Background: an optimization exercise with open tools, aiming at small area, a short achievable clock period and few clock cycles per item. Do not read the settings as production practice.
Function was checked by simulation only, so behaviour that the tests miss may differ from the original.
No activity file was given, so power comes from the tool's default toggle rates.

--- flow/run.sh ---
#!/bin/bash
# synth_recipe.tcl (not shown) runs the flow's synth.tcl, then flattens the netlist and writes it again
# the make line also repeats each setting of config.mk as NAME=value (left out here)
make -C /OpenROAD-flow-scripts/flow DESIGN_CONFIG=/design/flow/config.mk WORK_HOME=/design/flow/orfs CLKGATE_MAP_FILE= SYNTH_SCRIPT=/design/flow/synth_recipe.tcl finish
--- flow/config.mk ---
export PLATFORM = sky130hd
export DESIGN_NAME = alu_seq_param
export DESIGN_NICKNAME = alu_seq_param
export VERILOG_FILES = /design/flow/design.v
export SDC_FILE = /design/flow/constraint.sdc
export NUM_CORES = 4
export LEC_CHECK = 0
export CAP_MARGIN = 20
export CORE_MARGIN = 2
export CORE_UTILIZATION = 40
export SETUP_SLACK_MARGIN = 4.5
export SLEW_MARGIN = 20
--- flow/constraint.sdc ---
create_clock -name core_clock -period 8.0 [get_ports {clk}]
set_input_delay 1.6000 -clock core_clock [delete_from_list [all_inputs] [get_ports {clk}]]
set_output_delay 1.6000 -clock core_clock [all_outputs]
set_load 0.01 [all_outputs]
--- flow/design.v ---
`default_nettype none
module alu_seq_param #(
  parameter int WIDTH = 32,
  parameter int SHW   = $clog2(WIDTH)
) (
  input  logic             clk,
  input  logic             rst,
  input  logic             in_valid,
  output logic             in_ready,
  input  logic [3:0]       op,
  input  logic [3:0]       op1,
  input  logic [WIDTH-1:0] in0,
  input  logic [WIDTH-1:0] in1,
  output logic             out_valid,
  input  logic             out_ready,
  output logic [WIDTH-1:0] out,
  output logic [WIDTH-1:0] out0,
  output logic             carryout,
  output logic             overflow,
  output logic             zero,
  output logic             N,
  output logic             err
);
  localparam int D    = 6;       
  localparam int K    = 3;       
  localparam int W    = 46;       
  localparam int LOW  = 24;     
  localparam int HIW  = 40;     
  localparam int ITW  = 2;
  logic          skid_v, s1_v, s2_v, cpa_v, out_v, mact;
  logic [ITW-1:0] it_q;
  logic [71:0]   skid_q;
  logic          stall, last_it, first, accept, src_v, go, go_mul, go_alu;
  assign stall    = out_v & ~out_ready;
  assign first    = (it_q == '0);
  assign last_it  = (it_q == ITW'(K - 1));
  assign in_ready = ~skid_v;
  assign accept   = in_valid & ~skid_v;
  assign src_v    = skid_v | in_valid;
  assign go       = ~stall & src_v & (~n_mul | ~mact | last_it);
  assign go_mul   = go & n_mul;
  assign go_alu   = go & ~n_mul;
  always_ff @(posedge clk) begin
    if (rst) begin
      skid_v <= 1'b0;
      s1_v   <= 1'b0;
    end else begin
      skid_v <= src_v & ~go;
      if (~stall) s1_v <= go_alu;
    end
  end
  always_ff @(posedge clk)
    if (~skid_v) skid_q <= {op, op1, in0, in1};
  logic [3:0]  n_op, n_op1;
  logic [31:0] n_a, n_b, nb;
  assign {n_op, n_op1, n_a, nb} = skid_v ? skid_q : {op, op1, in0, in1};
  logic n_add, n_sft, n_and, n_or, n_xor, n_swp, n_not, n_mul, n_ill;
  always_comb begin
    n_add = (n_op == 4'd0) && (n_op1[3:2] == 2'd0);
    n_sft = (n_op == 4'd1) && (n_op1[3:2] == 2'd0);
    n_and = (n_op == 4'd2) && (n_op1 == 4'd0);
    n_or  = (n_op == 4'd2) && (n_op1 == 4'd1);
    n_xor = (n_op == 4'd2) && (n_op1 == 4'd2);
    n_swp = (n_op == 4'd2) && (n_op1 == 4'd3);
    n_not = (n_op == 4'd2) && (n_op1 == 4'd4);
    n_mul = (n_op == 4'd3) && (n_op1[3:1] == 3'd0);
    n_ill = ~(n_add | n_sft | n_and | n_or | n_xor | n_swp | n_not | n_mul);
    n_b   = nb;
    if (n_add) n_b = (n_op1[0] ? 32'd1 : nb) ^ {32{n_op1[1]}};
  end
  logic [31:0] a, b;
  logic        k_add, k_sft, k_and, k_or, k_xor, k_swp, k_not, k_ill;
  logic        k_sub, k_sl, k_sra, k_sla, k_sgn;
  always_ff @(posedge clk) begin
    if (~stall) begin
      a     <= n_a;
      b     <= n_b;
      k_add <= n_add;
      k_sft <= n_sft;
      k_and <= n_and;
      k_or  <= n_or;
      k_xor <= n_xor;
      k_swp <= n_swp;
      k_not <= n_not;
      k_ill <= n_ill;
      k_sub <= n_op1[1];
      k_sl  <= ~(n_op1[0] ^ n_op1[1]);                   
      k_sra <= (n_op1[1:0] == 2'd2);
      k_sla <= (n_op1[1:0] == 2'd3);
      k_sgn <= n_op1[0];
    end
  end
  logic [31:0] sum;
  logic        c32, sum_x;
  assign {c32, sum, sum_x} = {1'b0, a, 1'b1} + {1'b0, b, k_sub};
  logic [4:0]  sh;
  logic [31:0] arev, srcw, shw_r;
  logic [32:0] shx;
  logic        sla_ov;
  assign sh = b[4:0];
  always_comb begin
    for (int i = 0; i < 32; i++) arev[i] = a[31 - i];
    srcw = k_sl ? arev : a;
    shx  = $signed({k_sra & a[31], srcw, 1'b0}) >>> sh;
    for (int i = 0; i < 32; i++) shw_r[i] = shx[32 - i];
  end
  logic [31:0] tr, msk;
  always_comb begin
    tr[0] = 1'b0;
    for (int i = 1; i < 32; i++) tr[i] = a[i] ^ a[i - 1];
    for (int i = 0; i < 32; i++) msk[i] = (32 - i) <= int'(sh);
  end
  assign sla_ov = |(tr & msk);
  logic [31:0] res;
  logic        r_cy, r_ov, ill;
  always_comb begin
    res  = ({32{k_add}} & sum)
         | ({32{k_sft}} & (k_sl ? shw_r : shx[32:1]))
         | ({32{k_and}} & (a & b))
         | ({32{k_or}}  & (a | b))
         | ({32{k_xor}} & (a ^ b))
         | ({32{k_swp}} & {a[15:0], a[31:16]})
         | ({32{k_not}} & ~a);
    r_cy = (k_add & (c32 ^ k_sub)) | (k_sft & shx[0]);
    r_ov = (k_add & (a[31] == b[31]) & (sum[31] != a[31])) | (k_sft & k_sla & sla_ov);
    ill  = k_ill;
  end
  logic [34:0] dl   [K];
  logic [K-1:0] dl_v;
  always_ff @(posedge clk) begin
    if (rst) dl_v <= '0;
    else if (~stall) dl_v <= {dl_v[K-2:0], s1_v};
  end
  always_ff @(posedge clk) begin
    if (~stall) begin
      dl[0] <= {ill, r_ov, r_cy, res};
      for (int i = 1; i < K; i++) dl[i] <= dl[i - 1];
    end
  end
  logic [31:0] s2_res;
  logic        s2_cy, s2_ov, s2_err;
  assign {s2_err, s2_ov, s2_cy, s2_res} = dl[K-1];
  assign s2_v = dl_v[K-1];
  logic [32:0] ax;
  logic [37-1:0] bx;
  logic        mz_q;
  always_ff @(posedge clk)
    if (go_mul) begin
      ax   <= {n_op1[0] & n_a[31], n_a};
      bx   <= {{(37 - 32){n_op1[0] & nb[31]}}, nb};
      mz_q <= (n_a == 32'd0) || (nb == 32'd0);
    end
  logic [2:0]  dg0 [D];
  logic [2:0]  dgn [D];
  logic [D-1:0] one, two, ng, ns;
  logic [32:0] r [D];
  logic [2:0]  h0;
  wire  [31:0] b0 = nb;
  always_comb begin
    dg0[0] = {b0[1], b0[0], 1'b0};
    case (it_q)
      2'd0: dgn[0] = {bx[13], bx[12], bx[11]};
      2'd1: dgn[0] = {bx[25], bx[24], bx[23]};
      default: dgn[0] = 3'b000;
    endcase
  end
  always_comb begin
    dg0[1] = {b0[3], b0[2], b0[1]};
    case (it_q)
      2'd0: dgn[1] = {bx[15], bx[14], bx[13]};
      2'd1: dgn[1] = {bx[27], bx[26], bx[25]};
      default: dgn[1] = 3'b000;
    endcase
  end
  always_comb begin
    dg0[2] = {b0[5], b0[4], b0[3]};
    case (it_q)
      2'd0: dgn[2] = {bx[17], bx[16], bx[15]};
      2'd1: dgn[2] = {bx[29], bx[28], bx[27]};
      default: dgn[2] = 3'b000;
    endcase
  end
  always_comb begin
    dg0[3] = {b0[7], b0[6], b0[5]};
    case (it_q)
      2'd0: dgn[3] = {bx[19], bx[18], bx[17]};
      2'd1: dgn[3] = {bx[31], bx[30], bx[29]};
      default: dgn[3] = 3'b000;
    endcase
  end
  always_comb begin
    dg0[4] = {b0[9], b0[8], b0[7]};
    case (it_q)
      2'd0: dgn[4] = {bx[21], bx[20], bx[19]};
      2'd1: dgn[4] = {bx[33], bx[32], bx[31]};
      default: dgn[4] = 3'b000;
    endcase
  end
  always_comb begin
    dg0[5] = {b0[11], b0[10], b0[9]};
    case (it_q)
      2'd0: dgn[5] = {bx[23], bx[22], bx[21]};
      2'd1: dgn[5] = {bx[35], bx[34], bx[33]};
      default: dgn[5] = 3'b000;
    endcase
  end
  always_ff @(posedge clk) begin
    for (int m = 0; m < D; m++) begin
      logic [2:0] d;
      d = go_mul ? dg0[m] : dgn[m];
      if (go_mul | (~stall & mact & ~last_it)) begin
        one[m] <= d[0] ^ d[1];
        two[m] <= (d[2] & ~d[1] & ~d[0]) | (~d[2] & d[1] & d[0]);
        ng[m]  <= d[2] & ~(d[1] & d[0]);
      end
    end
  end
  always_comb begin
    for (int m = 0; m < D; m++) begin
      for (int i = 0; i < 33; i++)
        r[m][i] = ((one[m] & ax[i]) | (two[m] & (i == 0 ? 1'b0 : ax[i - 1]))) ^ ng[m];
      ns[m] = ~(((one[m] | two[m]) & ax[32]) ^ ng[m]);
    end
    h0 = first ? {ns[0], ~ns[0], ~ns[0]} : {1'b0, 1'b1, ns[0]};
  end
  logic [W-1:0]       acc_s, acc_c;
  logic [W-2*D-1:0]   as, ac;
  assign as = first ? '0 : acc_s[W-1:2*D];
  assign ac = first ? '0 : acc_c[W-1:2*D];
  wire [32:0] r0 = r[0];
  wire [32:0] r1 = r[1];
  wire [32:0] r2 = r[2];
  wire [32:0] r3 = r[3];
  wire [32:0] r4 = r[4];
  wire [32:0] r5 = r[5];
  wire fs0, fc0;
  assign fs0 = ac[6] ^ as[6];
  assign fc0 = ac[6] & as[6];
  wire fs1, fc1;
  assign fs1 = ac[7] ^ as[7];
  assign fc1 = ac[7] & as[7];
  wire fs2, fc2;
  assign fs2 = ac[8] ^ as[8] ^ ng[4];
  assign fc2 = (ac[8] & as[8]) | (ac[8] & ng[4]) | (as[8] & ng[4]);
  wire fs3, fc3;
  assign fs3 = r0[8] ^ r1[6];
  assign fc3 = r0[8] & r1[6];
  wire fs4, fc4;
  assign fs4 = ac[9] ^ as[9] ^ r0[9];
  assign fc4 = (ac[9] & as[9]) | (ac[9] & r0[9]) | (as[9] & r0[9]);
  wire fs5, fc5;
  assign fs5 = r1[7] ^ r2[5];
  assign fc5 = r1[7] & r2[5];
  wire fs6, fc6;
  assign fs6 = ac[10] ^ as[10] ^ ng[5];
  assign fc6 = (ac[10] & as[10]) | (ac[10] & ng[5]) | (as[10] & ng[5]);
  wire fs7, fc7;
  assign fs7 = r0[10] ^ r1[8] ^ r2[6];
  assign fc7 = (r0[10] & r1[8]) | (r0[10] & r2[6]) | (r1[8] & r2[6]);
  wire fs8, fc8;
  assign fs8 = r3[4] ^ r4[2];
  assign fc8 = r3[4] & r4[2];
  wire fs9, fc9;
  assign fs9 = ac[11] ^ as[11] ^ r0[11];
  assign fc9 = (ac[11] & as[11]) | (ac[11] & r0[11]) | (as[11] & r0[11]);
  wire fs10, fc10;
  assign fs10 = r1[9] ^ r2[7] ^ r3[5];
  assign fc10 = (r1[9] & r2[7]) | (r1[9] & r3[5]) | (r2[7] & r3[5]);
  wire fs11, fc11;
  assign fs11 = r4[3] ^ r5[1];
  assign fc11 = r4[3] & r5[1];
  wire fs12, fc12;
  assign fs12 = ac[12] ^ as[12] ^ r0[12];
  assign fc12 = (ac[12] & as[12]) | (ac[12] & r0[12]) | (as[12] & r0[12]);
  wire fs13, fc13;
  assign fs13 = r1[10] ^ r2[8] ^ r3[6];
  assign fc13 = (r1[10] & r2[8]) | (r1[10] & r3[6]) | (r2[8] & r3[6]);
  wire fs14, fc14;
  assign fs14 = r4[4] ^ r5[2];
  assign fc14 = r4[4] & r5[2];
  wire fs15, fc15;
  assign fs15 = ac[13] ^ as[13] ^ r0[13];
  assign fc15 = (ac[13] & as[13]) | (ac[13] & r0[13]) | (as[13] & r0[13]);
  wire fs16, fc16;
  assign fs16 = r1[11] ^ r2[9] ^ r3[7];
  assign fc16 = (r1[11] & r2[9]) | (r1[11] & r3[7]) | (r2[9] & r3[7]);
  wire fs17, fc17;
  assign fs17 = r4[5] ^ r5[3];
  assign fc17 = r4[5] & r5[3];
  wire fs18, fc18;
  assign fs18 = ac[14] ^ as[14] ^ r0[14];
  assign fc18 = (ac[14] & as[14]) | (ac[14] & r0[14]) | (as[14] & r0[14]);
  wire fs19, fc19;
  assign fs19 = r1[12] ^ r2[10] ^ r3[8];
  assign fc19 = (r1[12] & r2[10]) | (r1[12] & r3[8]) | (r2[10] & r3[8]);
  wire fs20, fc20;
  assign fs20 = r4[6] ^ r5[4];
  assign fc20 = r4[6] & r5[4];
  wire fs21, fc21;
  assign fs21 = ac[15] ^ as[15] ^ r0[15];
  assign fc21 = (ac[15] & as[15]) | (ac[15] & r0[15]) | (as[15] & r0[15]);
  wire fs22, fc22;
  assign fs22 = r1[13] ^ r2[11] ^ r3[9];
  assign fc22 = (r1[13] & r2[11]) | (r1[13] & r3[9]) | (r2[11] & r3[9]);
  wire fs23, fc23;
  assign fs23 = r4[7] ^ r5[5];
  assign fc23 = r4[7] & r5[5];
  wire fs24, fc24;
  assign fs24 = ac[16] ^ as[16] ^ r0[16];
  assign fc24 = (ac[16] & as[16]) | (ac[16] & r0[16]) | (as[16] & r0[16]);
  wire fs25, fc25;
  assign fs25 = r1[14] ^ r2[12] ^ r3[10];
  assign fc25 = (r1[14] & r2[12]) | (r1[14] & r3[10]) | (r2[12] & r3[10]);
  wire fs26, fc26;
  assign fs26 = r4[8] ^ r5[6];
  assign fc26 = r4[8] & r5[6];
  wire fs27, fc27;
  assign fs27 = ac[17] ^ as[17] ^ r0[17];
  assign fc27 = (ac[17] & as[17]) | (ac[17] & r0[17]) | (as[17] & r0[17]);
  wire fs28, fc28;
  assign fs28 = r1[15] ^ r2[13] ^ r3[11];
  assign fc28 = (r1[15] & r2[13]) | (r1[15] & r3[11]) | (r2[13] & r3[11]);
  wire fs29, fc29;
  assign fs29 = r4[9] ^ r5[7];
  assign fc29 = r4[9] & r5[7];
  wire fs30, fc30;
  assign fs30 = ac[18] ^ as[18] ^ r0[18];
  assign fc30 = (ac[18] & as[18]) | (ac[18] & r0[18]) | (as[18] & r0[18]);
  wire fs31, fc31;
  assign fs31 = r1[16] ^ r2[14] ^ r3[12];
  assign fc31 = (r1[16] & r2[14]) | (r1[16] & r3[12]) | (r2[14] & r3[12]);
  wire fs32, fc32;
  assign fs32 = r4[10] ^ r5[8];
  assign fc32 = r4[10] & r5[8];
  wire fs33, fc33;
  assign fs33 = ac[19] ^ as[19] ^ r0[19];
  assign fc33 = (ac[19] & as[19]) | (ac[19] & r0[19]) | (as[19] & r0[19]);
  wire fs34, fc34;
  assign fs34 = r1[17] ^ r2[15] ^ r3[13];
  assign fc34 = (r1[17] & r2[15]) | (r1[17] & r3[13]) | (r2[15] & r3[13]);
  wire fs35, fc35;
  assign fs35 = r4[11] ^ r5[9];
  assign fc35 = r4[11] & r5[9];
  wire fs36, fc36;
  assign fs36 = ac[20] ^ as[20] ^ r0[20];
  assign fc36 = (ac[20] & as[20]) | (ac[20] & r0[20]) | (as[20] & r0[20]);
  wire fs37, fc37;
  assign fs37 = r1[18] ^ r2[16] ^ r3[14];
  assign fc37 = (r1[18] & r2[16]) | (r1[18] & r3[14]) | (r2[16] & r3[14]);
  wire fs38, fc38;
  assign fs38 = r4[12] ^ r5[10];
  assign fc38 = r4[12] & r5[10];
  wire fs39, fc39;
  assign fs39 = ac[21] ^ as[21] ^ r0[21];
  assign fc39 = (ac[21] & as[21]) | (ac[21] & r0[21]) | (as[21] & r0[21]);
  wire fs40, fc40;
  assign fs40 = r1[19] ^ r2[17] ^ r3[15];
  assign fc40 = (r1[19] & r2[17]) | (r1[19] & r3[15]) | (r2[17] & r3[15]);
  wire fs41, fc41;
  assign fs41 = r4[13] ^ r5[11];
  assign fc41 = r4[13] & r5[11];
  wire fs42, fc42;
  assign fs42 = ac[22] ^ as[22] ^ r0[22];
  assign fc42 = (ac[22] & as[22]) | (ac[22] & r0[22]) | (as[22] & r0[22]);
  wire fs43, fc43;
  assign fs43 = r1[20] ^ r2[18] ^ r3[16];
  assign fc43 = (r1[20] & r2[18]) | (r1[20] & r3[16]) | (r2[18] & r3[16]);
  wire fs44, fc44;
  assign fs44 = r4[14] ^ r5[12];
  assign fc44 = r4[14] & r5[12];
  wire fs45, fc45;
  assign fs45 = ac[23] ^ as[23] ^ r0[23];
  assign fc45 = (ac[23] & as[23]) | (ac[23] & r0[23]) | (as[23] & r0[23]);
  wire fs46, fc46;
  assign fs46 = r1[21] ^ r2[19] ^ r3[17];
  assign fc46 = (r1[21] & r2[19]) | (r1[21] & r3[17]) | (r2[19] & r3[17]);
  wire fs47, fc47;
  assign fs47 = r4[15] ^ r5[13];
  assign fc47 = r4[15] & r5[13];
  wire fs48, fc48;
  assign fs48 = ac[24] ^ as[24] ^ r0[24];
  assign fc48 = (ac[24] & as[24]) | (ac[24] & r0[24]) | (as[24] & r0[24]);
  wire fs49, fc49;
  assign fs49 = r1[22] ^ r2[20] ^ r3[18];
  assign fc49 = (r1[22] & r2[20]) | (r1[22] & r3[18]) | (r2[20] & r3[18]);
  wire fs50, fc50;
  assign fs50 = r4[16] ^ r5[14];
  assign fc50 = r4[16] & r5[14];
  wire fs51, fc51;
  assign fs51 = ac[25] ^ as[25] ^ r0[25];
  assign fc51 = (ac[25] & as[25]) | (ac[25] & r0[25]) | (as[25] & r0[25]);
  wire fs52, fc52;
  assign fs52 = r1[23] ^ r2[21] ^ r3[19];
  assign fc52 = (r1[23] & r2[21]) | (r1[23] & r3[19]) | (r2[21] & r3[19]);
  wire fs53, fc53;
  assign fs53 = r4[17] ^ r5[15];
  assign fc53 = r4[17] & r5[15];
  wire fs54, fc54;
  assign fs54 = ac[26] ^ as[26] ^ r0[26];
  assign fc54 = (ac[26] & as[26]) | (ac[26] & r0[26]) | (as[26] & r0[26]);
  wire fs55, fc55;
  assign fs55 = r1[24] ^ r2[22] ^ r3[20];
  assign fc55 = (r1[24] & r2[22]) | (r1[24] & r3[20]) | (r2[22] & r3[20]);
  wire fs56, fc56;
  assign fs56 = r4[18] ^ r5[16];
  assign fc56 = r4[18] & r5[16];
  wire fs57, fc57;
  assign fs57 = ac[27] ^ as[27] ^ r0[27];
  assign fc57 = (ac[27] & as[27]) | (ac[27] & r0[27]) | (as[27] & r0[27]);
  wire fs58, fc58;
  assign fs58 = r1[25] ^ r2[23] ^ r3[21];
  assign fc58 = (r1[25] & r2[23]) | (r1[25] & r3[21]) | (r2[23] & r3[21]);
  wire fs59, fc59;
  assign fs59 = r4[19] ^ r5[17];
  assign fc59 = r4[19] & r5[17];
  wire fs60, fc60;
  assign fs60 = ac[28] ^ as[28] ^ r0[28];
  assign fc60 = (ac[28] & as[28]) | (ac[28] & r0[28]) | (as[28] & r0[28]);
  wire fs61, fc61;
  assign fs61 = r1[26] ^ r2[24] ^ r3[22];
  assign fc61 = (r1[26] & r2[24]) | (r1[26] & r3[22]) | (r2[24] & r3[22]);
  wire fs62, fc62;
  assign fs62 = r4[20] ^ r5[18];
  assign fc62 = r4[20] & r5[18];
  wire fs63, fc63;
  assign fs63 = ac[29] ^ as[29] ^ r0[29];
  assign fc63 = (ac[29] & as[29]) | (ac[29] & r0[29]) | (as[29] & r0[29]);
  wire fs64, fc64;
  assign fs64 = r1[27] ^ r2[25] ^ r3[23];
  assign fc64 = (r1[27] & r2[25]) | (r1[27] & r3[23]) | (r2[25] & r3[23]);
  wire fs65, fc65;
  assign fs65 = r4[21] ^ r5[19];
  assign fc65 = r4[21] & r5[19];
  wire fs66, fc66;
  assign fs66 = ac[30] ^ as[30] ^ r0[30];
  assign fc66 = (ac[30] & as[30]) | (ac[30] & r0[30]) | (as[30] & r0[30]);
  wire fs67, fc67;
  assign fs67 = r1[28] ^ r2[26] ^ r3[24];
  assign fc67 = (r1[28] & r2[26]) | (r1[28] & r3[24]) | (r2[26] & r3[24]);
  wire fs68, fc68;
  assign fs68 = r4[22] ^ r5[20];
  assign fc68 = r4[22] & r5[20];
  wire fs69, fc69;
  assign fs69 = ac[31] ^ as[31] ^ r0[31];
  assign fc69 = (ac[31] & as[31]) | (ac[31] & r0[31]) | (as[31] & r0[31]);
  wire fs70, fc70;
  assign fs70 = r1[29] ^ r2[27] ^ r3[25];
  assign fc70 = (r1[29] & r2[27]) | (r1[29] & r3[25]) | (r2[27] & r3[25]);
  wire fs71, fc71;
  assign fs71 = r4[23] ^ r5[21];
  assign fc71 = r4[23] & r5[21];
  wire fs72, fc72;
  assign fs72 = ac[32] ^ as[32] ^ r0[32];
  assign fc72 = (ac[32] & as[32]) | (ac[32] & r0[32]) | (as[32] & r0[32]);
  wire fs73, fc73;
  assign fs73 = r1[30] ^ r2[28] ^ r3[26];
  assign fc73 = (r1[30] & r2[28]) | (r1[30] & r3[26]) | (r2[28] & r3[26]);
  wire fs74, fc74;
  assign fs74 = r4[24] ^ r5[22];
  assign fc74 = r4[24] & r5[22];
  wire fs75, fc75;
  assign fs75 = ac[33] ^ as[33] ^ h0[0];
  assign fc75 = (ac[33] & as[33]) | (ac[33] & h0[0]) | (as[33] & h0[0]);
  wire fs76, fc76;
  assign fs76 = r1[31] ^ r2[29] ^ r3[27];
  assign fc76 = (r1[31] & r2[29]) | (r1[31] & r3[27]) | (r2[29] & r3[27]);
  wire fs77, fc77;
  assign fs77 = r4[25] ^ r5[23];
  assign fc77 = r4[25] & r5[23];
  wire fs78, fc78;
  assign fs78 = h0[1] ^ r1[32] ^ r2[30];
  assign fc78 = (h0[1] & r1[32]) | (h0[1] & r2[30]) | (r1[32] & r2[30]);
  wire fs79, fc79;
  assign fs79 = r3[28] ^ r4[26];
  assign fc79 = r3[28] & r4[26];
  wire fs80, fc80;
  assign fs80 = h0[2] ^ ns[1] ^ r2[31];
  assign fc80 = (h0[2] & ns[1]) | (h0[2] & r2[31]) | (ns[1] & r2[31]);
  wire fs81, fc81;
  assign fs81 = ac[2] ^ as[2];
  assign fc81 = ac[2] & as[2];
  wire fs82, fc82;
  assign fs82 = ac[3] ^ as[3];
  assign fc82 = ac[3] & as[3];
  wire fs83, fc83;
  assign fs83 = ac[4] ^ as[4] ^ ng[2];
  assign fc83 = (ac[4] & as[4]) | (ac[4] & ng[2]) | (as[4] & ng[2]);
  wire fs84, fc84;
  assign fs84 = r0[4] ^ r1[2];
  assign fc84 = r0[4] & r1[2];
  wire fs85, fc85;
  assign fs85 = ac[5] ^ as[5] ^ r0[5];
  assign fc85 = (ac[5] & as[5]) | (ac[5] & r0[5]) | (as[5] & r0[5]);
  wire fs86, fc86;
  assign fs86 = r1[3] ^ r2[1];
  assign fc86 = r1[3] & r2[1];
  wire fs87, fc87;
  assign fs87 = ng[3] ^ fs0 ^ r0[6];
  assign fc87 = (ng[3] & fs0) | (ng[3] & r0[6]) | (fs0 & r0[6]);
  wire fs88, fc88;
  assign fs88 = r1[4] ^ r2[2] ^ r3[0];
  assign fc88 = (r1[4] & r2[2]) | (r1[4] & r3[0]) | (r2[2] & r3[0]);
  wire fs89, fc89;
  assign fs89 = fc0 ^ fs1 ^ r0[7];
  assign fc89 = (fc0 & fs1) | (fc0 & r0[7]) | (fs1 & r0[7]);
  wire fs90, fc90;
  assign fs90 = r1[5] ^ r2[3] ^ r3[1];
  assign fc90 = (r1[5] & r2[3]) | (r1[5] & r3[1]) | (r2[3] & r3[1]);
  wire fs91, fc91;
  assign fs91 = fc1 ^ r2[4] ^ r3[2];
  assign fc91 = (fc1 & r2[4]) | (fc1 & r3[2]) | (r2[4] & r3[2]);
  wire fs92, fc92;
  assign fs92 = r4[0] ^ fs2 ^ fs3;
  assign fc92 = (r4[0] & fs2) | (r4[0] & fs3) | (fs2 & fs3);
  wire fs93, fc93;
  assign fs93 = r3[3] ^ r4[1] ^ fc2;
  assign fc93 = (r3[3] & r4[1]) | (r3[3] & fc2) | (r4[1] & fc2);
  wire fs94, fc94;
  assign fs94 = fc3 ^ fs5 ^ fs4;
  assign fc94 = (fc3 & fs5) | (fc3 & fs4) | (fs5 & fs4);
  wire fs95, fc95;
  assign fs95 = r5[0] ^ fc5 ^ fs6;
  assign fc95 = (r5[0] & fc5) | (r5[0] & fs6) | (fc5 & fs6);
  wire fs96, fc96;
  assign fs96 = fs8 ^ fc4 ^ fs7;
  assign fc96 = (fs8 & fc4) | (fs8 & fs7) | (fc4 & fs7);
  wire fs97, fc97;
  assign fs97 = fc6 ^ fc8 ^ fs11;
  assign fc97 = (fc6 & fc8) | (fc6 & fs11) | (fc8 & fs11);
  wire fs98, fc98;
  assign fs98 = fc7 ^ fs10 ^ fs9;
  assign fc98 = (fc7 & fs10) | (fc7 & fs9) | (fs10 & fs9);
  wire fs99, fc99;
  assign fs99 = fc11 ^ fs14 ^ fc10;
  assign fc99 = (fc11 & fs14) | (fc11 & fc10) | (fs14 & fc10);
  wire fs100, fc100;
  assign fs100 = fc9 ^ fs12 ^ fs13;
  assign fc100 = (fc9 & fs12) | (fc9 & fs13) | (fs12 & fs13);
  wire fs101, fc101;
  assign fs101 = fc14 ^ fs17 ^ fc12;
  assign fc101 = (fc14 & fs17) | (fc14 & fc12) | (fs17 & fc12);
  wire fs102, fc102;
  assign fs102 = fc13 ^ fs15 ^ fs16;
  assign fc102 = (fc13 & fs15) | (fc13 & fs16) | (fs15 & fs16);
  wire fs103, fc103;
  assign fs103 = fc17 ^ fs20 ^ fc15;
  assign fc103 = (fc17 & fs20) | (fc17 & fc15) | (fs20 & fc15);
  wire fs104, fc104;
  assign fs104 = fc16 ^ fs18 ^ fs19;
  assign fc104 = (fc16 & fs18) | (fc16 & fs19) | (fs18 & fs19);
  wire fs105, fc105;
  assign fs105 = fc20 ^ fs23 ^ fc18;
  assign fc105 = (fc20 & fs23) | (fc20 & fc18) | (fs23 & fc18);
  wire fs106, fc106;
  assign fs106 = fc19 ^ fs21 ^ fs22;
  assign fc106 = (fc19 & fs21) | (fc19 & fs22) | (fs21 & fs22);
  wire fs107, fc107;
  assign fs107 = fc23 ^ fs26 ^ fc21;
  assign fc107 = (fc23 & fs26) | (fc23 & fc21) | (fs26 & fc21);
  wire fs108, fc108;
  assign fs108 = fc22 ^ fs24 ^ fs25;
  assign fc108 = (fc22 & fs24) | (fc22 & fs25) | (fs24 & fs25);
  wire fs109, fc109;
  assign fs109 = fc26 ^ fs29 ^ fc24;
  assign fc109 = (fc26 & fs29) | (fc26 & fc24) | (fs29 & fc24);
  wire fs110, fc110;
  assign fs110 = fc25 ^ fs27 ^ fs28;
  assign fc110 = (fc25 & fs27) | (fc25 & fs28) | (fs27 & fs28);
  wire fs111, fc111;
  assign fs111 = fc29 ^ fs32 ^ fc27;
  assign fc111 = (fc29 & fs32) | (fc29 & fc27) | (fs32 & fc27);
  wire fs112, fc112;
  assign fs112 = fc28 ^ fs30 ^ fs31;
  assign fc112 = (fc28 & fs30) | (fc28 & fs31) | (fs30 & fs31);
  wire fs113, fc113;
  assign fs113 = fc32 ^ fs35 ^ fc30;
  assign fc113 = (fc32 & fs35) | (fc32 & fc30) | (fs35 & fc30);
  wire fs114, fc114;
  assign fs114 = fc31 ^ fs33 ^ fs34;
  assign fc114 = (fc31 & fs33) | (fc31 & fs34) | (fs33 & fs34);
  wire fs115, fc115;
  assign fs115 = fc35 ^ fs38 ^ fc33;
  assign fc115 = (fc35 & fs38) | (fc35 & fc33) | (fs38 & fc33);
  wire fs116, fc116;
  assign fs116 = fc34 ^ fs36 ^ fs37;
  assign fc116 = (fc34 & fs36) | (fc34 & fs37) | (fs36 & fs37);
  wire fs117, fc117;
  assign fs117 = fc38 ^ fs41 ^ fc36;
  assign fc117 = (fc38 & fs41) | (fc38 & fc36) | (fs41 & fc36);
  wire fs118, fc118;
  assign fs118 = fc37 ^ fs39 ^ fs40;
  assign fc118 = (fc37 & fs39) | (fc37 & fs40) | (fs39 & fs40);
  wire fs119, fc119;
  assign fs119 = fc41 ^ fs44 ^ fc39;
  assign fc119 = (fc41 & fs44) | (fc41 & fc39) | (fs44 & fc39);
  wire fs120, fc120;
  assign fs120 = fc40 ^ fs42 ^ fs43;
  assign fc120 = (fc40 & fs42) | (fc40 & fs43) | (fs42 & fs43);
  wire fs121, fc121;
  assign fs121 = fc44 ^ fs47 ^ fc42;
  assign fc121 = (fc44 & fs47) | (fc44 & fc42) | (fs47 & fc42);
  wire fs122, fc122;
  assign fs122 = fc43 ^ fs45 ^ fs46;
  assign fc122 = (fc43 & fs45) | (fc43 & fs46) | (fs45 & fs46);
  wire fs123, fc123;
  assign fs123 = fc47 ^ fs50 ^ fc45;
  assign fc123 = (fc47 & fs50) | (fc47 & fc45) | (fs50 & fc45);
  wire fs124, fc124;
  assign fs124 = fc46 ^ fs48 ^ fs49;
  assign fc124 = (fc46 & fs48) | (fc46 & fs49) | (fs48 & fs49);
  wire fs125, fc125;
  assign fs125 = fc50 ^ fs53 ^ fc48;
  assign fc125 = (fc50 & fs53) | (fc50 & fc48) | (fs53 & fc48);
  wire fs126, fc126;
  assign fs126 = fc49 ^ fs51 ^ fs52;
  assign fc126 = (fc49 & fs51) | (fc49 & fs52) | (fs51 & fs52);
  wire fs127, fc127;
  assign fs127 = fc53 ^ fs56 ^ fc51;
  assign fc127 = (fc53 & fs56) | (fc53 & fc51) | (fs56 & fc51);
  wire fs128, fc128;
  assign fs128 = fc52 ^ fs54 ^ fs55;
  assign fc128 = (fc52 & fs54) | (fc52 & fs55) | (fs54 & fs55);
  wire fs129, fc129;
  assign fs129 = fc56 ^ fs59 ^ fc54;
  assign fc129 = (fc56 & fs59) | (fc56 & fc54) | (fs59 & fc54);
  wire fs130, fc130;
  assign fs130 = fc55 ^ fs57 ^ fs58;
  assign fc130 = (fc55 & fs57) | (fc55 & fs58) | (fs57 & fs58);
  wire fs131, fc131;
  assign fs131 = fc59 ^ fs62 ^ fc57;
  assign fc131 = (fc59 & fs62) | (fc59 & fc57) | (fs62 & fc57);
  wire fs132, fc132;
  assign fs132 = fc58 ^ fs60 ^ fs61;
  assign fc132 = (fc58 & fs60) | (fc58 & fs61) | (fs60 & fs61);
  wire fs133, fc133;
  assign fs133 = fc62 ^ fs65 ^ fc60;
  assign fc133 = (fc62 & fs65) | (fc62 & fc60) | (fs65 & fc60);
  wire fs134, fc134;
  assign fs134 = fc61 ^ fs63 ^ fs64;
  assign fc134 = (fc61 & fs63) | (fc61 & fs64) | (fs63 & fs64);
  wire fs135, fc135;
  assign fs135 = fc65 ^ fs68 ^ fc63;
  assign fc135 = (fc65 & fs68) | (fc65 & fc63) | (fs68 & fc63);
  wire fs136, fc136;
  assign fs136 = fc64 ^ fs66 ^ fs67;
  assign fc136 = (fc64 & fs66) | (fc64 & fs67) | (fs66 & fs67);
  wire fs137, fc137;
  assign fs137 = fc68 ^ fs71 ^ fc66;
  assign fc137 = (fc68 & fs71) | (fc68 & fc66) | (fs71 & fc66);
  wire fs138, fc138;
  assign fs138 = fc67 ^ fs69 ^ fs70;
  assign fc138 = (fc67 & fs69) | (fc67 & fs70) | (fs69 & fs70);
  wire fs139, fc139;
  assign fs139 = fc71 ^ fs74 ^ fc69;
  assign fc139 = (fc71 & fs74) | (fc71 & fc69) | (fs74 & fc69);
  wire fs140, fc140;
  assign fs140 = fc70 ^ fs72 ^ fs73;
  assign fc140 = (fc70 & fs72) | (fc70 & fs73) | (fs72 & fs73);
  wire fs141, fc141;
  assign fs141 = fc74 ^ fs77 ^ fc72;
  assign fc141 = (fc74 & fs77) | (fc74 & fc72) | (fs77 & fc72);
  wire fs142, fc142;
  assign fs142 = fc73 ^ fs75 ^ fs76;
  assign fc142 = (fc73 & fs75) | (fc73 & fs76) | (fs75 & fs76);
  wire fs143, fc143;
  assign fs143 = r5[24] ^ fc77 ^ fs79;
  assign fc143 = (r5[24] & fc77) | (r5[24] & fs79) | (fc77 & fs79);
  wire fs144, fc144;
  assign fs144 = fc75 ^ fc76 ^ fs78;
  assign fc144 = (fc75 & fc76) | (fc75 & fs78) | (fc76 & fs78);
  wire fs145, fc145;
  assign fs145 = r3[29] ^ r4[27] ^ r5[25];
  assign fc145 = (r3[29] & r4[27]) | (r3[29] & r5[25]) | (r4[27] & r5[25]);
  wire fs146, fc146;
  assign fs146 = fc79 ^ fc78 ^ fs80;
  assign fc146 = (fc79 & fc78) | (fc79 & fs80) | (fc78 & fs80);
  wire fs147, fc147;
  assign fs147 = 1'b1 ^ r2[32] ^ r3[30];
  assign fc147 = (1'b1 & r2[32]) | (1'b1 & r3[30]) | (r2[32] & r3[30]);
  wire fs148, fc148;
  assign fs148 = r4[28] ^ r5[26] ^ fc80;
  assign fc148 = (r4[28] & r5[26]) | (r4[28] & fc80) | (r5[26] & fc80);
  wire fs149, fc149;
  assign fs149 = ns[2] ^ r3[31] ^ r4[29];
  assign fc149 = (ns[2] & r3[31]) | (ns[2] & r4[29]) | (r3[31] & r4[29]);
  wire fs150, fc150;
  assign fs150 = 1'b1 ^ r3[32];
  assign fc150 = 1'b1 & r3[32];
  wire fs151, fc151;
  assign fs151 = ac[0] ^ as[0];
  assign fc151 = ac[0] & as[0];
  wire fs152, fc152;
  assign fs152 = ac[1] ^ as[1];
  assign fc152 = ac[1] & as[1];
  wire fs153, fc153;
  assign fs153 = ng[1] ^ fs81 ^ r0[2];
  assign fc153 = (ng[1] & fs81) | (ng[1] & r0[2]) | (fs81 & r0[2]);
  wire fs154, fc154;
  assign fs154 = fc81 ^ fs82 ^ r0[3];
  assign fc154 = (fc81 & fs82) | (fc81 & r0[3]) | (fs82 & r0[3]);
  wire fs155, fc155;
  assign fs155 = fc82 ^ r2[0] ^ fs83;
  assign fc155 = (fc82 & r2[0]) | (fc82 & fs83) | (r2[0] & fs83);
  wire fs156, fc156;
  assign fs156 = fc83 ^ fc84 ^ fs86;
  assign fc156 = (fc83 & fc84) | (fc83 & fs86) | (fc84 & fs86);
  wire fs157, fc157;
  assign fs157 = fc86 ^ fc85 ^ fs87;
  assign fc157 = (fc86 & fc85) | (fc86 & fs87) | (fc85 & fs87);
  wire fs158, fc158;
  assign fs158 = fc87 ^ fc88 ^ fs89;
  assign fc158 = (fc87 & fc88) | (fc87 & fs89) | (fc88 & fs89);
  wire fs159, fc159;
  assign fs159 = fc89 ^ fc90 ^ fs91;
  assign fc159 = (fc89 & fc90) | (fc89 & fs91) | (fc90 & fs91);
  wire fs160, fc160;
  assign fs160 = fc91 ^ fs93 ^ fc92;
  assign fc160 = (fc91 & fs93) | (fc91 & fc92) | (fs93 & fc92);
  wire fs161, fc161;
  assign fs161 = fc93 ^ fs95 ^ fc94;
  assign fc161 = (fc93 & fs95) | (fc93 & fc94) | (fs95 & fc94);
  wire fs162, fc162;
  assign fs162 = fc95 ^ fs97 ^ fc96;
  assign fc162 = (fc95 & fs97) | (fc95 & fc96) | (fs97 & fc96);
  wire fs163, fc163;
  assign fs163 = fc97 ^ fc98 ^ fs99;
  assign fc163 = (fc97 & fc98) | (fc97 & fs99) | (fc98 & fs99);
  wire fs164, fc164;
  assign fs164 = fc99 ^ fc100 ^ fs101;
  assign fc164 = (fc99 & fc100) | (fc99 & fs101) | (fc100 & fs101);
  wire fs165, fc165;
  assign fs165 = fc101 ^ fc102 ^ fs103;
  assign fc165 = (fc101 & fc102) | (fc101 & fs103) | (fc102 & fs103);
  wire fs166, fc166;
  assign fs166 = fc103 ^ fc104 ^ fs105;
  assign fc166 = (fc103 & fc104) | (fc103 & fs105) | (fc104 & fs105);
  wire fs167, fc167;
  assign fs167 = fc105 ^ fc106 ^ fs107;
  assign fc167 = (fc105 & fc106) | (fc105 & fs107) | (fc106 & fs107);
  wire fs168, fc168;
  assign fs168 = fc107 ^ fc108 ^ fs109;
  assign fc168 = (fc107 & fc108) | (fc107 & fs109) | (fc108 & fs109);
  wire fs169, fc169;
  assign fs169 = fc109 ^ fc110 ^ fs111;
  assign fc169 = (fc109 & fc110) | (fc109 & fs111) | (fc110 & fs111);
  wire fs170, fc170;
  assign fs170 = fc111 ^ fc112 ^ fs113;
  assign fc170 = (fc111 & fc112) | (fc111 & fs113) | (fc112 & fs113);
  wire fs171, fc171;
  assign fs171 = fc113 ^ fc114 ^ fs115;
  assign fc171 = (fc113 & fc114) | (fc113 & fs115) | (fc114 & fs115);
  wire fs172, fc172;
  assign fs172 = fc115 ^ fc116 ^ fs117;
  assign fc172 = (fc115 & fc116) | (fc115 & fs117) | (fc116 & fs117);
  wire fs173, fc173;
  assign fs173 = fc117 ^ fc118 ^ fs119;
  assign fc173 = (fc117 & fc118) | (fc117 & fs119) | (fc118 & fs119);
  wire fs174, fc174;
  assign fs174 = fc119 ^ fc120 ^ fs121;
  assign fc174 = (fc119 & fc120) | (fc119 & fs121) | (fc120 & fs121);
  wire fs175, fc175;
  assign fs175 = fc121 ^ fc122 ^ fs123;
  assign fc175 = (fc121 & fc122) | (fc121 & fs123) | (fc122 & fs123);
  wire fs176, fc176;
  assign fs176 = fc123 ^ fc124 ^ fs125;
  assign fc176 = (fc123 & fc124) | (fc123 & fs125) | (fc124 & fs125);
  wire fs177, fc177;
  assign fs177 = fc125 ^ fc126 ^ fs127;
  assign fc177 = (fc125 & fc126) | (fc125 & fs127) | (fc126 & fs127);
  wire fs178, fc178;
  assign fs178 = fc127 ^ fc128 ^ fs129;
  assign fc178 = (fc127 & fc128) | (fc127 & fs129) | (fc128 & fs129);
  wire fs179, fc179;
  assign fs179 = fc129 ^ fc130 ^ fs131;
  assign fc179 = (fc129 & fc130) | (fc129 & fs131) | (fc130 & fs131);
  wire fs180, fc180;
  assign fs180 = fc131 ^ fc132 ^ fs133;
  assign fc180 = (fc131 & fc132) | (fc131 & fs133) | (fc132 & fs133);
  wire fs181, fc181;
  assign fs181 = fc133 ^ fc134 ^ fs135;
  assign fc181 = (fc133 & fc134) | (fc133 & fs135) | (fc134 & fs135);
  wire fs182, fc182;
  assign fs182 = fc135 ^ fc136 ^ fs137;
  assign fc182 = (fc135 & fc136) | (fc135 & fs137) | (fc136 & fs137);
  wire fs183, fc183;
  assign fs183 = fc137 ^ fc138 ^ fs139;
  assign fc183 = (fc137 & fc138) | (fc137 & fs139) | (fc138 & fs139);
  wire fs184, fc184;
  assign fs184 = fc139 ^ fc140 ^ fs141;
  assign fc184 = (fc139 & fc140) | (fc139 & fs141) | (fc140 & fs141);
  wire fs185, fc185;
  assign fs185 = fs143 ^ fc141 ^ fc142;
  assign fc185 = (fs143 & fc141) | (fs143 & fc142) | (fc141 & fc142);
  wire fs186, fc186;
  assign fs186 = fs145 ^ fc143 ^ fc144;
  assign fc186 = (fs145 & fc143) | (fs145 & fc144) | (fc143 & fc144);
  wire fs187, fc187;
  assign fs187 = fc145 ^ fs147 ^ fc146;
  assign fc187 = (fc145 & fs147) | (fc145 & fc146) | (fs147 & fc146);
  wire fs188, fc188;
  assign fs188 = r5[27] ^ fc147 ^ fs149;
  assign fc188 = (r5[27] & fc147) | (r5[27] & fs149) | (fc147 & fs149);
  wire fs189, fc189;
  assign fs189 = r4[30] ^ r5[28] ^ fs150;
  assign fc189 = (r4[30] & r5[28]) | (r4[30] & fs150) | (r5[28] & fs150);
  wire fs190, fc190;
  assign fs190 = ns[3] ^ r4[31] ^ r5[29];
  assign fc190 = (ns[3] & r4[31]) | (ns[3] & r5[29]) | (r4[31] & r5[29]);
  wire fs191, fc191;
  assign fs191 = 1'b1 ^ r4[32];
  assign fc191 = 1'b1 & r4[32];
  wire fs192, fc192;
  assign fs192 = ng[0] ^ fs151;
  assign fc192 = ng[0] & fs151;
  wire fs193, fc193;
  assign fs193 = fc151 ^ fs152 ^ r0[1];
  assign fc193 = (fc151 & fs152) | (fc151 & r0[1]) | (fs152 & r0[1]);
  wire fs194, fc194;
  assign fs194 = fc152 ^ r1[0] ^ fs153;
  assign fc194 = (fc152 & r1[0]) | (fc152 & fs153) | (r1[0] & fs153);
  wire fs195, fc195;
  assign fs195 = r1[1] ^ fc153 ^ fs154;
  assign fc195 = (r1[1] & fc153) | (r1[1] & fs154) | (fc153 & fs154);
  wire fs196, fc196;
  assign fs196 = fs84 ^ fc154 ^ fs155;
  assign fc196 = (fs84 & fc154) | (fs84 & fs155) | (fc154 & fs155);
  wire fs197, fc197;
  assign fs197 = fs85 ^ fc155 ^ fs156;
  assign fc197 = (fs85 & fc155) | (fs85 & fs156) | (fc155 & fs156);
  wire fs198, fc198;
  assign fs198 = fs88 ^ fc156 ^ fs157;
  assign fc198 = (fs88 & fc156) | (fs88 & fs157) | (fc156 & fs157);
  wire fs199, fc199;
  assign fs199 = fs90 ^ fc157 ^ fs158;
  assign fc199 = (fs90 & fc157) | (fs90 & fs158) | (fc157 & fs158);
  wire fs200, fc200;
  assign fs200 = fs92 ^ fc158 ^ fs159;
  assign fc200 = (fs92 & fc158) | (fs92 & fs159) | (fc158 & fs159);
  wire fs201, fc201;
  assign fs201 = fc159 ^ fs94 ^ fs160;
  assign fc201 = (fc159 & fs94) | (fc159 & fs160) | (fs94 & fs160);
  wire fs202, fc202;
  assign fs202 = fs96 ^ fc160 ^ fs161;
  assign fc202 = (fs96 & fc160) | (fs96 & fs161) | (fc160 & fs161);
  wire fs203, fc203;
  assign fs203 = fs98 ^ fc161 ^ fs162;
  assign fc203 = (fs98 & fc161) | (fs98 & fs162) | (fc161 & fs162);
  wire fs204, fc204;
  assign fs204 = fs100 ^ fc162 ^ fs163;
  assign fc204 = (fs100 & fc162) | (fs100 & fs163) | (fc162 & fs163);
  wire fs205, fc205;
  assign fs205 = fs102 ^ fc163 ^ fs164;
  assign fc205 = (fs102 & fc163) | (fs102 & fs164) | (fc163 & fs164);
  wire fs206, fc206;
  assign fs206 = fs104 ^ fc164 ^ fs165;
  assign fc206 = (fs104 & fc164) | (fs104 & fs165) | (fc164 & fs165);
  wire fs207, fc207;
  assign fs207 = fs106 ^ fc165 ^ fs166;
  assign fc207 = (fs106 & fc165) | (fs106 & fs166) | (fc165 & fs166);
  wire fs208, fc208;
  assign fs208 = fs108 ^ fc166 ^ fs167;
  assign fc208 = (fs108 & fc166) | (fs108 & fs167) | (fc166 & fs167);
  wire fs209, fc209;
  assign fs209 = fs110 ^ fc167 ^ fs168;
  assign fc209 = (fs110 & fc167) | (fs110 & fs168) | (fc167 & fs168);
  wire fs210, fc210;
  assign fs210 = fs112 ^ fc168 ^ fs169;
  assign fc210 = (fs112 & fc168) | (fs112 & fs169) | (fc168 & fs169);
  wire fs211, fc211;
  assign fs211 = fs114 ^ fc169 ^ fs170;
  assign fc211 = (fs114 & fc169) | (fs114 & fs170) | (fc169 & fs170);
  wire fs212, fc212;
  assign fs212 = fs116 ^ fc170 ^ fs171;
  assign fc212 = (fs116 & fc170) | (fs116 & fs171) | (fc170 & fs171);
  wire fs213, fc213;
  assign fs213 = fs118 ^ fc171 ^ fs172;
  assign fc213 = (fs118 & fc171) | (fs118 & fs172) | (fc171 & fs172);
  wire fs214, fc214;
  assign fs214 = fs120 ^ fc172 ^ fs173;
  assign fc214 = (fs120 & fc172) | (fs120 & fs173) | (fc172 & fs173);
  wire fs215, fc215;
  assign fs215 = fs122 ^ fc173 ^ fs174;
  assign fc215 = (fs122 & fc173) | (fs122 & fs174) | (fc173 & fs174);
  wire fs216, fc216;
  assign fs216 = fs124 ^ fc174 ^ fs175;
  assign fc216 = (fs124 & fc174) | (fs124 & fs175) | (fc174 & fs175);
  wire fs217, fc217;
  assign fs217 = fs126 ^ fc175 ^ fs176;
  assign fc217 = (fs126 & fc175) | (fs126 & fs176) | (fc175 & fs176);
  wire fs218, fc218;
  assign fs218 = fs128 ^ fc176 ^ fs177;
  assign fc218 = (fs128 & fc176) | (fs128 & fs177) | (fc176 & fs177);
  wire fs219, fc219;
  assign fs219 = fs130 ^ fc177 ^ fs178;
  assign fc219 = (fs130 & fc177) | (fs130 & fs178) | (fc177 & fs178);
  wire fs220, fc220;
  assign fs220 = fs132 ^ fc178 ^ fs179;
  assign fc220 = (fs132 & fc178) | (fs132 & fs179) | (fc178 & fs179);
  wire fs221, fc221;
  assign fs221 = fs134 ^ fc179 ^ fs180;
  assign fc221 = (fs134 & fc179) | (fs134 & fs180) | (fc179 & fs180);
  wire fs222, fc222;
  assign fs222 = fs136 ^ fc180 ^ fs181;
  assign fc222 = (fs136 & fc180) | (fs136 & fs181) | (fc180 & fs181);
  wire fs223, fc223;
  assign fs223 = fs138 ^ fc181 ^ fs182;
  assign fc223 = (fs138 & fc181) | (fs138 & fs182) | (fc181 & fs182);
  wire fs224, fc224;
  assign fs224 = fs140 ^ fc182 ^ fs183;
  assign fc224 = (fs140 & fc182) | (fs140 & fs183) | (fc182 & fs183);
  wire fs225, fc225;
  assign fs225 = fs142 ^ fc183 ^ fs184;
  assign fc225 = (fs142 & fc183) | (fs142 & fs184) | (fc183 & fs184);
  wire fs226, fc226;
  assign fs226 = fs144 ^ fc184 ^ fs185;
  assign fc226 = (fs144 & fc184) | (fs144 & fs185) | (fc184 & fs185);
  wire fs227, fc227;
  assign fs227 = fs146 ^ fc185 ^ fs186;
  assign fc227 = (fs146 & fc185) | (fs146 & fs186) | (fc185 & fs186);
  wire fs228, fc228;
  assign fs228 = fs148 ^ fc186 ^ fs187;
  assign fc228 = (fs148 & fc186) | (fs148 & fs187) | (fc186 & fs187);
  wire fs229, fc229;
  assign fs229 = fc148 ^ fs188 ^ fc187;
  assign fc229 = (fc148 & fs188) | (fc148 & fc187) | (fs188 & fc187);
  wire fs230, fc230;
  assign fs230 = fc149 ^ fs189 ^ fc188;
  assign fc230 = (fc149 & fs189) | (fc149 & fc188) | (fs189 & fc188);
  wire fs231, fc231;
  assign fs231 = fc150 ^ fs190 ^ fc189;
  assign fc231 = (fc150 & fs190) | (fc150 & fc189) | (fs190 & fc189);
  wire fs232, fc232;
  assign fs232 = r5[30] ^ fs191 ^ fc190;
  assign fc232 = (r5[30] & fs191) | (r5[30] & fc190) | (fs191 & fc190);
  wire fs233, fc233;
  assign fs233 = ns[4] ^ r5[31] ^ fc191;
  assign fc233 = (ns[4] & r5[31]) | (ns[4] & fc191) | (r5[31] & fc191);
  wire fs234, fc234;
  assign fs234 = 1'b1 ^ r5[32];
  assign fc234 = 1'b1 & r5[32];
  logic [2*D:0]   lo_sum;
  logic           lo_cy;
  logic           mzero;
  logic [LOW-1:0] plo;
  logic           lo_x;
  assign {lo_sum, lo_x} = {1'b0, acc_s[2*D-1:0], 1'b1} + {1'b0, acc_c[2*D-1:0], lo_cy & (it_q != ITW'(1))};
  always_ff @(posedge clk) begin
    if (rst) begin
      it_q  <= '0;
      cpa_v <= 1'b0;
      mact  <= 1'b0;
    end else if (~stall) begin
      cpa_v <= mact & last_it;
      mact  <= go_mul | (mact & ~last_it);
      it_q  <= (mact & ~last_it) ? it_q + 1'b1 : '0;
    end
  end
  always_ff @(posedge clk) begin
    if (~stall & mact) begin
      acc_s <= {1'b0, 1'b1, ns[5], fs234, fs233, fs232, fs231, fs230, fc228, fc227, fc226, fc225, fc224, fc223, fc222, fc221, fc220, fc219, fc218, fc217, fc216, fc215, fc214, fc213, fc212, fc211, fc210, fc209, fc208, fc207, fc206, fc205, fc204, fc203, fc202, fc201, fc200, fc199, fc198, fc197, fc196, fc195, fc194, fc193, fc192, r0[0]};
      acc_c <= {1'b0, 1'b0, fc234, fc233, fc232, fc231, fc230, fc229, fs229, fs228, fs227, fs226, fs225, fs224, fs223, fs222, fs221, fs220, fs219, fs218, fs217, fs216, fs215, fs214, fs213, fs212, fs211, fs210, fs209, fs208, fs207, fs206, fs205, fs204, fs203, fs202, fs201, fs200, fs199, fs198, fs197, fs196, fs195, fs194, fs193, fs192};
      if (last_it) mzero <= mz_q;
      if (~first) begin
        lo_cy <= lo_sum[2*D];
        for (int i = 1; i < K; i++)
          if (it_q == ITW'(i)) plo[2*D*(i-1) +: 2*D] <= lo_sum[2*D-1:0];
      end
    end
  end
  logic [HIW-1:0] phi;
  logic           phi_x;
  assign {phi, phi_x} = {acc_s[HIW-1:0], 1'b1} + {acc_c[HIW-1:0], lo_cy};
  logic [31:0] o_q, o0_q;
  logic        cy_q, ov_q, z_q, n_q, e_q;
  always_ff @(posedge clk) begin
    if (rst) out_v <= 1'b0;
    else if (~stall) out_v <= cpa_v | s2_v;
  end
  always_ff @(posedge clk) begin
    if (~stall) begin
      if (cpa_v) begin
        {o0_q, o_q} <= {phi, plo};
        cy_q <= 1'b0;
        ov_q <= 1'b0;
        z_q  <= mzero;
        n_q  <= phi[HIW-1];
        e_q  <= 1'b0;
      end else begin
        o_q  <= s2_res;
        o0_q <= 32'd0;
        cy_q <= s2_cy;
        ov_q <= s2_ov;
        z_q  <= (s2_res == 32'd0);
        n_q  <= s2_res[31];
        e_q  <= s2_err;
      end
    end
  end
  assign out_valid = out_v;
  assign out       = o_q;
  assign out0      = o0_q;
  assign carryout  = cy_q;
  assign overflow  = ov_q;
  assign zero      = z_q;
  assign N         = n_q;
  assign err       = e_q;
endmodule
`default_nettype wire
==> qor.txt <==
SETUP PATH
--------------------------------------------------------------------------------------------------------
Register-to-Register Setup Slack                                                                 4.46 ns
Setup crit end kind                                                                                 flop
Required time at the worst-slack endpoint                                                        8.33 ns
Startpoint Class                                                                                    flop
Worst setup path category                                                                   flop to flop
Worst reg2reg path endpoint                                                                 dl[0][8]$_DFFE_PN_
Reg2reg start                                                                               a[31]$_DFFE_PN_
Worst r2r path cells                                                                                   7
Data arrival time of the critical path                                                           3.87 ns
Worst-path maximum fanout                                                                             13

STA
--------------------------------------------------------------------------------------------------------
Final count of hold timing violations                                                                  0
Final Slew Violations                                                                                  0
Final setup viols                                                                                      0
Worst max-slew margin expressed relative to the limit                                              31.9%
Final clock skew                                                                               0.0228 ns
Final period util                                                                                  44.2%
Top achievable clock speed                                                                       283 MHz
Period minus WS final                                                                            3.54 ns
Final sum of negative setup slack                                                                   0 ns
Final worst-path setup slack                                                                     4.46 ns
Slew at the pin with the worst max-slew slack                                                   0.993 ns
Setup repair after global routing missed its margin                                                  yes

SYNTHESIS
--------------------------------------------------------------------------------------------------------
Mean instance size in the synthesized netlist                                                  10.9 um^2
Mapped Area                                                                                   36300 um^2
Net count after synthesis                                                                           3750
Top-area cell type share of the netlist area                                                       36.3%
Primary flip-flop cell chosen by synthesis mapping                                          sky130_fd_sc_hd__edfxtp_1
Gate count after technology mapping                                                                 3322
Part of the Yosys area used for sequential elements                                                40.8%
Dominant cells by area after synthesis                                                      sky130_fd_sc_hd__edfxtp_1 (36%), sky130_fd_sc_hd__fa_1 (11%), sky130_fd_sc_hd__ha_1 (5.4%)
Register bit count reported by yosys                                                                 520
EDFF count, synth                                                                                    438
Async SR Flop Fraction                                                                                0%
Post-synthesis cell type with the largest combined area                                     sky130_fd_sc_hd__edfxtp_1
Number of unique standard cell types used by synthesis                                                86
Number of warnings printed during yosys synthesis                                                      5

CELLS AND AREA
--------------------------------------------------------------------------------------------------------
Number of diodes                                                                                       0
Layout cells sized above 1                                                                         12.3%
Number of nets in the layout                                                                        3835
Leading cell types in the layout, fill and taps excluded                                    sky130_fd_sc_hd__edfxtp_1 (438), sky130_fd_sc_hd__inv_1 (330), sky130_fd_sc_hd__a22oi_1 (208)
Area of all sequential standard cells                                                         14800 um^2
Area grow syn2layout                                                                               15.8%
Final core utilization                                                                             46.7%
Area of combinational cells with multiple inputs                                              19500 um^2
Final instance area                                                                           42000 um^2
# fillers                                                                                           8182
Most common library cell in the layout ignoring fill and taps                               sky130_fd_sc_hd__edfxtp_1

WORST HOLD PATH
--------------------------------------------------------------------------------------------------------
Critical hold path startpoint                                                               dl[1][9]$_DFFE_PN_
Hold path depth                                                                                        0
Class of the worst hold path                                                                flop to flop
Endpoint with the worst hold slack                                                          dl[2][9]$_DFFE_PN_

CLOCK TREE
--------------------------------------------------------------------------------------------------------
Clock buffer depth                                                                                     3
TritonCTS Sinks                                                                                      520
CTS Hold Bufs                                                                                          0
Clock Root Buffer                                                                           sky130_fd_sc_hd__clkbuf_16
Post-CTS clock slew at the launch and capture registers of the worst setup and hold paths        0.06 ns
H-tree Lvls                                                                                            2
Clock tree from TritonCTS                                                                            yes
Number of CTS-inserted buffers                                                                        58
Clock insertion delay at the later pin of the skew report                                        0.64 ns

FLOORPLANNING
--------------------------------------------------------------------------------------------------------
I/O pin total                                                                                        147
Core ar.                                                                                      89900 um^2
Height of the chip                                                                                305 um
Die Outline Area                                                                              93100 um^2
Effective utilization at floorplan                                                                 40.3%
Die span in x                                                                                     305 um
Number of core rows                                                                                  110

DETAILED ROUTING
--------------------------------------------------------------------------------------------------------
Routed Antenna Nets                                                                                    0
DRC violation count after routing                                                                      0
Detailed-routing iteration count for the pre-antenna-repair pass                                       7
Post-DR vias/cell                                                                                   5.72
Total Routed Length                                                                               112 mm
Average detailed-routed wire length per instance                                                 24.2 um
Detailed-route via count                                                                           26500
Number of violations reported at the end of detailed-routing iteration 0                            2829

PLACED DESIGN
--------------------------------------------------------------------------------------------------------
Weighted congestion at the end of routability-driven global placement                              0.942
Placement-stage worst setup slack                                                                3.15 ns
Number of input and output port buffers inserted                                                     146
Placement-stage cell area                                                                     38700 um^2
Post-DP HPWL                                                                                     79.5 mm

GLOBAL ROUTING
--------------------------------------------------------------------------------------------------------
Via count of the first global-routing pass                                                         25700
Antenna violations before repair                                                                       3
First-pass GRT wire length                                                                        167 mm
Total gr overflow                                                                                      0
Pin count of the biggest net entering global routing                                                  87
Total global routing track utilization                                                             23.7%

POWER
--------------------------------------------------------------------------------------------------------
Worst vdd rail ir drop                                                                        0.000197 V
Pwr Density                                                                                  161 nW/um^2
Leakage Power                                                                                    16.9 nW

STATUS
--------------------------------------------------------------------------------------------------------
Status                                                                                      finished clean

FLOW RUN
--------------------------------------------------------------------------------------------------------
Max-Cap Viols                                                                                          0

## where the power goes
group | leakage (nW) | total, mW | switching (mW) | internal, mW
Sequential | 5.30 | 3.12 | 0.0786 | 3.04
Combinational | 10.6 | 0.910 | 0.524 | 0.386
Clock | 0.964 | 2.74 | 1.15 | 1.60
## timing repair
action                     CTS  global route
gates cloned                 1             5
setup endpoints to repair  354           250
buffers inserted            23            61
pin swaps                    7            16
resized for setup           46            50
## stage by stage
step,std cells,hold WS (ns),power [mW]
global route,4632,0.423,7.01
CTS,4566,0.419,6.78
detailed placement,4433,0.405,4.02
floorplan,3322,0.400,3.68
finish,4632,0.416,6.77
global placement,4433,0.402,4.01
## how the worst max path moves through the flow
stage	startpoint	to	slack, ns	cells after the start
6_report	a[31]$_DFFE_PN_	dl[0][8]$_DFFE_PN_	4.46	7
5_1_grt	two[0]$_DFFE_PP_	acc_c[36]$_DFFE_PP_	4.45	10
4_1_cts	op1[0]	k_ill$_DFFE_PN_	4.46	6
3_5_place_dp	op[2]	ax[2]$_DFFE_PP_	3.15	8
3_3_place_gp	op[2]	ax[1]$_DFFE_PP_	3.24	8
2_1_floorplan	out_ready	acc_c[0]$_DFFE_PP_	3.73	4
## cells in the mapped netlist (118+ instances only)
cell type                  number
sky130_fd_sc_hd__a21oi_1      122
sky130_fd_sc_hd__a22oi_1      209
sky130_fd_sc_hd__clkbuf_1     213
sky130_fd_sc_hd__edfxtp_1     438
sky130_fd_sc_hd__fa_1         195
sky130_fd_sc_hd__ha_1         157
sky130_fd_sc_hd__inv_1        335
sky130_fd_sc_hd__nand2_1      203
sky130_fd_sc_hd__nor2_1       156
sky130_fd_sc_hd__o21ai_0      118
sky130_fd_sc_hd__xnor2_1      153
sky130_fd_sc_hd__xor2_1       162
## flip-flops by register name, indices dropped and copies added (netlist names), 22 cells and up
register,count
a,32
o_q,32
acc_s,44
dl,105
ax,33
b,32
o0_q,32
bx,22
plo,24
acc_c,44
skid_q,72
## routing by layer
metal / wire length [um] / global-route usage [%] / vias to the layer above
met4: 3840 / 7.59 / 2
met2: 50300 / 36.4 / 1212
met3: 9220 / 4.62 / 210
met5: 13 / 0 / -
li1: - / - / 12000
met1: 48800 / 33.5 / 13100
## worst max-delay path, cell delays in order, from the launching register on
cell                       delay (ns)
sky130_fd_sc_hd__edfxtp_1        0.73
sky130_fd_sc_hd__mux4_2          0.61
sky130_fd_sc_hd__mux2_2          0.34
sky130_fd_sc_hd__a21oi_1         0.28
sky130_fd_sc_hd__a211oi_1        0.12
sky130_fd_sc_hd__a31oi_1         0.37
sky130_fd_sc_hd__o21ai_1         0.26
sky130_fd_sc_hd__a221o_1         0.52
## cells by family after synthesis
kind of cell             after synthesis  synth area share, %
multiplexers                         216                 7.77
buffers and inverters                599                 6.34
AO/OA/AOI/OAI                        716                 13.6
AND/OR/NAND/NOR                      603                 7.72
XOR/XNOR                             315                 7.61
adder cells (fa/ha/maj)              353                 16.2
flip-flops                           520                 40.8
## cell type report
type	count	share of cell area, %
timing repair buffer	281	6.87
sequential	520	35.2
clock inverter	36	0.995
clock buffer	73	3.73
inverter	341	3.19
multi-input combinational	2205	46.5
tap	1176	3.50
Testbench counts, summed over its fixed seeds: cycles 3,837, items 3,200.

## re-timing with driven ports
No port has a modelled driver above. Below, the same layout with a new extraction and two added sets of constraints.
Step 1 (the two cells are an assumption about what drives the block):
set clk [get_ports {clk}]
set_driving_cell -lib_cell sky130_fd_sc_hd__clkbuf_16 $clk
set_driving_cell -lib_cell sky130_fd_sc_hd__buf_2 [delete_from_list [all_inputs] $clk]
Step 2 times the ports against the registers' clock, not the clock port: input delays grow and output delays shrink by t, the midpoint of the rising clock arrivals with the driver on.
Slacks: ideal / step 1 / step 2; pairs: ideal / step 1.
t, ns: 0.686
slack for setup (ns): 4.461 / 4.461 / 3.981
worst setup path at the end: input to register
latest minus earliest clock arrival (ns): 0.024 / 0.024
worst data-port slew with drivers (ns): 0.08
After both steps setup and hold are still met in this run. The setup slack of this run moves by 0.000 ns with the drivers and by -0.480 ns with both steps.
